What follows belongs to an exercise in optimizing a design on an open flow for small area; a production flow would make more cautious choices. Function was checked by simulation only, so behaviour that the tests miss may differ from the original. No activity file was given, so power comes from the tool's default toggle rates.

`config.mk`:
```
export PLATFORM = sky130hd
export DESIGN_NAME = network_frontend_top
export DESIGN_NICKNAME = network_frontend_top
export VERILOG_FILES = /design/flow/design.v
export SDC_FILE = /design/flow/constraint.sdc
export NUM_CORES = 4
export LEC_CHECK = 0
export CAP_MARGIN = 20
export CORE_MARGIN = 2
export CORE_UTILIZATION = 40
export SLEW_MARGIN = 20
```
`constraint.sdc`:
```
create_clock -name core_clock -period 8.0 [get_ports {clk125m}]
set_input_delay 1.6000 -clock core_clock [delete_from_list [all_inputs] [get_ports {clk125m}]]
set_output_delay 1.6000 -clock core_clock [all_outputs]
set_load 0.01 [all_outputs]
```
`design.v`:
```
package net_pkg;
    localparam int MDIO_FRAME_BITS = 64;              
    localparam int INIT_WRITES     = 2;               
    typedef logic [7:0]                 tcp_byte_t;    
    typedef logic [4:0]                 phy_addr_t;    
    typedef logic [4:0]                 phy_reg_t;     
    typedef logic [15:0]                phy_data_t;    
    typedef logic [MDIO_FRAME_BITS-1:0] mdio_frame_t;  
    typedef struct packed {
        logic      valid;                             
        tcp_byte_t data;                              
    } tx_beat_t;
    typedef struct packed {
        logic pll_reset;                              
        logic pcs_reset;                              
        logic stack_reset;                            
    } net_resets_t;
    typedef struct packed {
        logic mdc;                                    
        logic mdio_out;                               
    } mdio_pins_t;
    localparam logic [31:0] MDIO_PREAMBLE = 32'hFFFF_FFFF;  
    localparam logic [1:0]  MDIO_START    = 2'b01;
    localparam logic [1:0]  MDIO_OP_WRITE = 2'b01;
    localparam logic [1:0]  MDIO_TA_WRITE = 2'b10;          
    function automatic logic [4:0] init_reg(input logic idx);
        init_reg = idx ? 5'd4 : 5'd0;
    endfunction
    function automatic logic [15:0] init_data(input logic idx);
        init_data = idx ? 16'h0021 : 16'h1140;               
    endfunction
    function automatic logic [MDIO_FRAME_BITS-1:0] mdio_write_frame(input logic [4:0]  addr,
                                                                      input logic [4:0]  regnum,
                                                                      input logic [15:0] data);
        mdio_write_frame = {MDIO_PREAMBLE, MDIO_START, MDIO_OP_WRITE, addr, regnum, MDIO_TA_WRITE, data};
    endfunction
endpackage
`timescale 1ns/1ps
module reset_sequencer (
    input  logic                 clk125m,
    input  logic                 reset_pulse,         
    input  logic                 pll_locked,          
    input  logic                 pcs_resetdone,       
    output net_pkg::net_resets_t resets               
);
    logic [1:0] resetdone_sync;                       
    logic       resetdone_dly;                        
    logic       resetdone_rise;                       
    logic       restart_enable;                       
    logic [4:0] enable_shift;                         
    logic       pcs_reset_q;                          
    logic       pll_reset_q;                          
    logic       stack_reset_q;                        
    always_ff @(posedge clk125m) begin
        resetdone_sync <= {resetdone_sync[0], pcs_resetdone};
        resetdone_dly  <= resetdone_sync[1];
    end
    always_ff @(posedge clk125m) begin
        if (reset_pulse) begin
            resetdone_rise <= 1'b0;
        end else begin
            resetdone_rise <= resetdone_sync[1] & ~resetdone_dly;  
        end
    end
    always_ff @(posedge clk125m) begin
        if (reset_pulse) begin
            restart_enable <= 1'b0;
        end else if (resetdone_rise) begin
            restart_enable <= 1'b1;
        end
    end
    always_ff @(posedge clk125m) begin
        if (reset_pulse) begin
            enable_shift <= '0;
            pcs_reset_q  <= 1'b0;
        end else begin
            enable_shift <= {enable_shift[3:0], restart_enable};
            pcs_reset_q  <= enable_shift[0] & ~enable_shift[4];  
        end
    end
    always_ff @(posedge clk125m) begin
        pll_reset_q <= reset_pulse;                   
    end
    always_ff @(posedge clk125m) begin
        stack_reset_q <= ~pll_locked;                 
    end
    assign resets.pll_reset   = pll_reset_q;
    assign resets.pcs_reset   = pcs_reset_q;
    assign resets.stack_reset = stack_reset_q;
endmodule
`timescale 1ns/1ps
module mdio_initializer #(
    parameter net_pkg::phy_addr_t PHY_ADDR = 5'd1,    
    parameter int unsigned        MDC_DIV  = 128      
) (
    input  logic                clk125m,
    input  logic                reset_pulse,
    input  logic                restart,              
    output net_pkg::mdio_pins_t mdio,                 
    output logic                init_done             
);
    localparam int DIV_W  = $clog2(MDC_DIV);
    localparam int BIT_W  = $clog2(net_pkg::MDIO_FRAME_BITS);
    localparam int IDX_W  = (net_pkg::INIT_WRITES > 1) ? $clog2(net_pkg::INIT_WRITES) : 1;
    localparam logic [DIV_W-1:0] DIV_LAST   = DIV_W'(MDC_DIV - 1);
    localparam logic [DIV_W-1:0] DIV_HALF   = DIV_W'(MDC_DIV / 2 - 1);
    localparam logic [BIT_W-1:0] LAST_BIT   = BIT_W'(net_pkg::MDIO_FRAME_BITS - 1);
    localparam logic [IDX_W-1:0] LAST_ENTRY = IDX_W'(net_pkg::INIT_WRITES - 1);
    typedef enum logic [1:0] {
        ST_IDLE,                                      
        ST_LOAD,                                      
        ST_SHIFT,                                     
        ST_DONE                                       
    } state_t;
    state_t            state;
    logic [DIV_W-1:0]  div_cnt;                       
    logic              rise_tick;                     
    logic              fall_tick;                     
    logic              mdc_q;
    logic              mdio_q;
    logic [BIT_W-1:0]  bit_cnt;                       
    logic [IDX_W-1:0]  entry_idx;                     
    net_pkg::mdio_frame_t       shift_reg;                     
    assign rise_tick = (div_cnt == DIV_HALF);
    assign fall_tick = (div_cnt == DIV_LAST);
    always_ff @(posedge clk125m) begin
        if (reset_pulse) begin
            div_cnt <= '0;
            mdc_q   <= 1'b0;
        end else begin
            if (fall_tick) begin
                div_cnt <= '0;
            end else begin
                div_cnt <= div_cnt + 1'b1;
            end
            if (rise_tick) begin
                mdc_q <= 1'b1;                        
            end else if (fall_tick) begin
                mdc_q <= 1'b0;
            end
        end
    end
    always_ff @(posedge clk125m) begin
        if (reset_pulse || restart) begin
            state     <= ST_IDLE;
            entry_idx <= '0;
            bit_cnt   <= '0;
            mdio_q    <= 1'b1;                        
            init_done <= 1'b0;
        end else begin
            case (state)
                ST_IDLE: begin
                    entry_idx <= '0;
                    state     <= ST_LOAD;
                end
                ST_LOAD: begin
                    bit_cnt <= '0;
                    state   <= ST_SHIFT;
                end
                ST_SHIFT: begin
                    if (fall_tick) begin
                        mdio_q  <= shift_reg[net_pkg::MDIO_FRAME_BITS-1];  
                        bit_cnt <= bit_cnt + 1'b1;
                        if (bit_cnt == LAST_BIT) begin
                            if (entry_idx == LAST_ENTRY) begin
                                state <= ST_DONE;
                            end else begin
                                entry_idx <= entry_idx + 1'b1;
                                state     <= ST_LOAD;         
                            end
                        end
                    end
                end
                ST_DONE: begin
                    if (fall_tick && !init_done) begin
                        mdio_q    <= 1'b1;
                        init_done <= 1'b1;
                    end
                end
                default: begin
                    state <= ST_IDLE;
                end
            endcase
        end
    end
    always_ff @(posedge clk125m) begin
        if (state == ST_LOAD) begin
            shift_reg <= net_pkg::mdio_write_frame(PHY_ADDR, net_pkg::init_reg(entry_idx), net_pkg::init_data(entry_idx));
        end else if (state == ST_SHIFT && fall_tick) begin
            shift_reg <= {shift_reg[net_pkg::MDIO_FRAME_BITS-2:0], 1'b1};
        end
    end
    assign mdio.mdc      = mdc_q;
    assign mdio.mdio_out = mdio_q;
endmodule
`timescale 1ns/1ps
module tx_prefifo #(
    parameter int unsigned FIFO_DEPTH  = 64,          
    parameter int unsigned ALMOST_FULL = 32           
) (
    input  logic              clk125m,
    input  logic              reset_pulse,
    input  net_pkg::tx_beat_t user_tx,                
    input  logic              stack_full,             
    output logic              user_full,              
    output net_pkg::tx_beat_t stack_tx                
);
    localparam int PTR_W = (FIFO_DEPTH > 1) ? $clog2(FIFO_DEPTH) : 1;
    localparam int CNT_W = $clog2(FIFO_DEPTH + 1);
    localparam logic [PTR_W-1:0] PTR_LAST = PTR_W'(FIFO_DEPTH - 1);
    localparam logic [CNT_W-1:0] CNT_FULL = CNT_W'(FIFO_DEPTH);
    localparam logic [CNT_W-1:0] CNT_AF   = CNT_W'(ALMOST_FULL);
    net_pkg::tcp_byte_t        mem [FIFO_DEPTH];               
    logic [PTR_W-1:0] wr_ptr;
    logic [PTR_W-1:0] rd_ptr;
    logic [CNT_W-1:0] count;                          
    logic             push;
    logic             pop;
    logic             out_valid;                      
    net_pkg::tcp_byte_t        out_data;
    assign push = user_tx.valid && (count != CNT_FULL);  
    assign pop  = (count != '0) && !stack_full;          
    always_ff @(posedge clk125m) begin
        if (push) begin
            mem[wr_ptr] <= user_tx.data;
        end
    end
    always_ff @(posedge clk125m) begin
        if (reset_pulse) begin
            wr_ptr <= '0;
            rd_ptr <= '0;
        end else begin
            if (push) begin
                wr_ptr <= (wr_ptr == PTR_LAST) ? '0 : wr_ptr + 1'b1;
            end
            if (pop) begin
                rd_ptr <= (rd_ptr == PTR_LAST) ? '0 : rd_ptr + 1'b1;
            end
        end
    end
    always_ff @(posedge clk125m) begin
        if (reset_pulse) begin
            count <= '0;
        end else begin
            case ({push, pop})
                2'b10:   count <= count + 1'b1;
                2'b01:   count <= count - 1'b1;
                default: count <= count;
            endcase
        end
    end
    assign user_full = (count >= CNT_AF);
    always_ff @(posedge clk125m) begin
        if (reset_pulse) begin
            out_valid <= 1'b0;
        end else begin
            out_valid <= pop;                         
        end
    end
    always_ff @(posedge clk125m) begin
        if (pop) begin
            out_data <= mem[rd_ptr];                  
        end
    end
    assign stack_tx.valid = out_valid;
    assign stack_tx.data  = out_data;
endmodule
`timescale 1ns/1ps
module network_frontend #(
    parameter net_pkg::phy_addr_t PHY_ADDR    = 5'd1,  
    parameter int unsigned        MDC_DIV     = 128,   
    parameter int unsigned        FIFO_DEPTH  = 64,    
    parameter int unsigned        ALMOST_FULL = 32     
) (
    input  logic                 clk125m,
    input  logic                 reset_pulse,          
    input  logic                 pll_locked,
    input  logic                 pcs_resetdone,        
    input  net_pkg::tx_beat_t    user_tx,              
    input  logic                 stack_full,           
    output net_pkg::net_resets_t resets,
    output net_pkg::mdio_pins_t  mdio,                 
    output logic                 init_done,            
    output logic                 user_full,
    output net_pkg::tx_beat_t    stack_tx              
);
    reset_sequencer u_reset_sequencer (
        .clk125m       (clk125m),
        .reset_pulse   (reset_pulse),
        .pll_locked    (pll_locked),
        .pcs_resetdone (pcs_resetdone),
        .resets        (resets)
    );
    mdio_initializer #(
        .PHY_ADDR (PHY_ADDR),
        .MDC_DIV  (MDC_DIV)
    ) u_mdio_initializer (
        .clk125m     (clk125m),
        .reset_pulse (reset_pulse),
        .restart     (resets.pcs_reset),               
        .mdio        (mdio),
        .init_done   (init_done)
    );
    tx_prefifo #(
        .FIFO_DEPTH  (FIFO_DEPTH),
        .ALMOST_FULL (ALMOST_FULL)
    ) u_tx_prefifo (
        .clk125m     (clk125m),
        .reset_pulse (reset_pulse),
        .user_tx     (user_tx),
        .stack_full  (stack_full),
        .user_full   (user_full),
        .stack_tx    (stack_tx)
    );
endmodule
`timescale 1ns/1ps
module network_frontend_top (
    input  logic       clk125m,
    input  logic       reset_pulse,         
    input  logic       pll_locked,
    input  logic       pcs_resetdone,       
    input  logic       user_tx_valid,       
    input  logic [7:0] user_tx_data,        
    input  logic       stack_full,          
    output logic       pll_reset,
    output logic       pcs_reset,
    output logic       stack_reset,
    output logic       mdc,                 
    output logic       mdio_out,            
    output logic       init_done,           
    output logic       user_full,
    output logic       stack_tx_valid,      
    output logic [7:0] stack_tx_data        
);
    net_pkg::tx_beat_t    user_tx;
    net_pkg::net_resets_t resets;
    net_pkg::mdio_pins_t  mdio;
    net_pkg::tx_beat_t    stack_tx;
    assign user_tx.valid = user_tx_valid;
    assign user_tx.data  = user_tx_data;
    network_frontend u_network_frontend (
        .clk125m       (clk125m),
        .reset_pulse   (reset_pulse),
        .pll_locked    (pll_locked),
        .pcs_resetdone (pcs_resetdone),
        .user_tx       (user_tx),
        .stack_full    (stack_full),
        .resets        (resets),
        .mdio          (mdio),
        .init_done     (init_done),
        .user_full     (user_full),
        .stack_tx      (stack_tx)
    );
    assign pll_reset      = resets.pll_reset;
    assign pcs_reset      = resets.pcs_reset;
    assign stack_reset    = resets.stack_reset;
    assign mdc            = mdio.mdc;
    assign mdio_out       = mdio.mdio_out;
    assign stack_tx_valid = stack_tx.valid;
    assign stack_tx_data  = stack_tx.data;
endmodule
```
`run.sh`:
```
#!/bin/bash
# synth_recipe.tcl (not shown) runs the flow's synth.tcl, then flattens the netlist and writes it again
# the make line also repeats each setting of config.mk as NAME=value (left out here)
make -C /OpenROAD-flow-scripts/flow DESIGN_CONFIG=/design/flow/config.mk WORK_HOME=/design/flow/orfs CLKGATE_MAP_FILE= SYNTH_SCRIPT=/design/flow/synth_recipe.tcl finish
```
==> impl_metrics.json <==
{
  "cp-end-kind": "flop",
  "routed_via_density": 5.42,
  "cap_violations": 0,
  "fin_crit_sh": 0.514,
  "synth_common_cells": "541 x edfxtp_1, 125 x nand2_1, 112 x mux4_2",
  "grt_overflow_total": 0,
  "required_ns": 8.21,
  "slew_viol_final": 0,
  "cts_max_level": 3,
  "postPlaceCellArea_mm2": 0.0259,
  "drt_wl_total_mm": 53.8,
  "syn-num-nets": 1492,
  "post-route-min-period_ns": 4.12,
  "crit_type": "in2reg",
  "critPathBufInv": 2,
  "ys.warnings.count": 3,
  "synthFlopType": "edfxtp_1",
  "cts-resized-gates": 0,
  "die_w_um": 254,
  "fin_nets": 1515,
  "cp-start-kind": "primary input",
  "clockBufferDepth": 3,
  "gp_congestion": 0.863,
  "syn_inst": 1461,
  "worstMarginPinSlew_ns": 1.09,
  "num_vias": 12900,
  "synth_area_mm2": 0.0249,
  "yosys.area.top_type": "edfxtp_1",
  "drc_errors": 0,
  "drive_above_1_share": 0.179,
  "max_stage_delay_ns": 0.91,
  "skew_ns": 0.0139,
  "coreArea_mm2": 0.0617,
  "postLayoutCoreUtil": 0.458,
  "grt_pass1_vias": 12900,
  "hpwl_mm": 31.3,
  "drtIter0Drc": 1219,
  "setup_viol_count_final": 0,
  "grt_max_degree": 74,
  "leakage_uw": 0.00904,
  "initial_core_util": 0.404,
  "final_cell_area_mm2": 0.0282,
  "io_pins": 30,
  "crit_chain": "clkdlybuf4s50_1, inv_1, a311oi_4, nand3_1, nor2_1",
  "avgSynthCellArea_um2": 17.1,
  "critPathMaxFanout": 8,
  "cts_setup_buffers": 0,
  "port_buffers": 29,
  "dr.pass1.iters": 5,
  "wire_per_inst_um": 22.7,
  "yosysTopAreaCellShare": 0.651,
  "cts.clk_slew.worst_paths_ns": 0.06,
  "crit_arrival_ns": 4.33,
  "cts_tree": "done",
  "vdd_drop_max_mv": 0.167,
  "final_hold_viol_count": 0,
  "grt_usage": 0.171,
  "synthToLayoutAreaGrowth_pct": 13.2,
  "rsz0062_at_grt": "false",
  "dieArea_mm2": 0.0644,
  "clock-sinks": 636,
  "grt_pass1_wl_mm": 80.9,
  "status": "finished clean",
  "numCtsBuffers": 66,
  "diodes": 0,
  "num_rows": 91,
  "slowest_stage": "nor2_1",
  "relSlewSlack": 0.273,
  "ys_seq_area_frac": 0.728,
  "synth-async-reset-ratio": 0,
  "ys_top_cells_by_area": "edfxtp_1 65%, mux4_2 10%, dfxtp_1 7.6%",
  "powerDensity_mw_per_mm2": 284,
  "hold_buffers": 0,
  "ys_seq_elements": 636,
  "ant_nets": 0,
  "synth_edf_count": 541,
  "fin_hold_ws_ns": 0.324,
  "setup_tns_ns": 0,
  "largest_reg_flops": 512,
  "antenna_found_initial": 2,
  "die_y_um": 254,
  "clk_latency_ns": 0.59,
  "hold_class": "reg2reg",
  "cts_root_buffer": "clkbuf_16",
  "synth.most_common_cell": "edfxtp_1",
  "fmax_mhz": 243,
  "ys_types": 60,
  "crit_family": "simple AND/OR/NAND/NOR gates"
}
stage by stage:
step / instances / worst slack (ns) / power, uW
CTS: 2373 / 3.58 / 8080
detailed placement: 2252 / 2.94 / 4880
floorplan: 1461 / 4.06 / 4590
global route: 2374 / 3.75 / 8300
finish: 2374 / 3.88 / 8020
global placement: 2252 / 2.98 / 4870
logic make-up (layout without fill, tap and decap cells):
family                   Yosys count  after routing  share of synthesized area
buffers and inverters            102            178                     0.0204
XOR/XNOR                          16             16                    0.00562
adder cells (fa/ha/maj)           17             17                    0.00883
multiplexers                     149            149                      0.117
AND/OR/NAND/NOR                  391            391                     0.0784
flip-flops                       636            636                      0.728
AO/OA/AOI/OAI                    150            150                     0.0423
cells in the final DEF (no fill, tap or decap), drive strengths merged, types with 6 or more instances in the layout:
master / instances
o221ai: 7
o31ai: 9
clkinvlp: 6
mux2: 18
a21oi: 45
nor2: 105
a22o: 11
nand3: 14
xor2: 10
xnor2: 6
and3: 11
dfxtp: 95
clkdlybuf4s50: 21
nor3: 14
mux2i: 19
ha: 16
o21ai: 6
nand3b: 47
and2: 22
clkinv: 22
a21o: 6
a221oi: 7
buf: 19
nor3b: 6
edfxtp: 541
mux4: 112
a31oi: 6
nand2: 125
nor2b: 23
clkbuf: 82
bufinv: 9
a22oi: 39
inv: 19
final cells by class:
cell class / count / area (um^2)
Fill cell: 5318 / 33500
Sequential cell: 636 / 18200
Multi-Input combinational cell: 723 / 6300
Clock buffer: 82 / 1870
Tap cell: 837 / 1050
Clock inverter: 39 / 442
Timing Repair Buffer: 40 / 368
Inverter: 17 / 63.8
power by group:
part	leakage (uW)	internal, uW	switching [uW]
Clock	0.00113	1960	1250
Combinational	0.00225	496	528
Sequential	0.00566	3690	109
per-layer routing:
layer	wire length [um]	share of wire	global-route usage
met1	23800	0.44	0.236
met2	25300	0.47	0.270
met3	3330	0.062	0.0372
met4	1430	0.027	0.0553
met5	13	0.00024	0
worst paths after layout:
path / startpoint / endpoint / slack (ns) / cells past startpoint
worst min-delay path: flop / flop / 0.32 / 0
worst min register to register: flop / flop / 0.32 / 0
worst max register to register: u_network_frontend.u_tx_prefifo.rd_ptr[1] / u_network_frontend.u_tx_prefifo.out_data[5] / 4.60 / 5
worst max-delay path: user_tx_valid / u_network_frontend.u_tx_prefifo.mem[39][3] / 3.88 / 5

separate check: timing with driven ports:
The results above use ideal ports. As a check the final layout listed here was re-extracted and re-timed, cells and wires unchanged.
Step 1 sets driving cells, clkbuf_16 on the clock port and buf_2 on the other inputs (assumed; they add their load-dependent delay and slew).
Step 2 also shifts input and output timing later by t, the mid clock arrival at the registers, as if the neighbouring blocks saw the same clock.
Three values: ideal, step 1, step 2; two values: the first two.
t, ns: 0.643
setup WS [ns]: 3.885 / 3.918 / 3.276
hold slack, ns: 0.324 / 0.324 / 0.324
worst setup path at the end: input to register
After both steps this run still meets setup and hold. For this run, drivers alone change the setup slack by +0.033 ns; drivers and shift together by -0.609 ns.
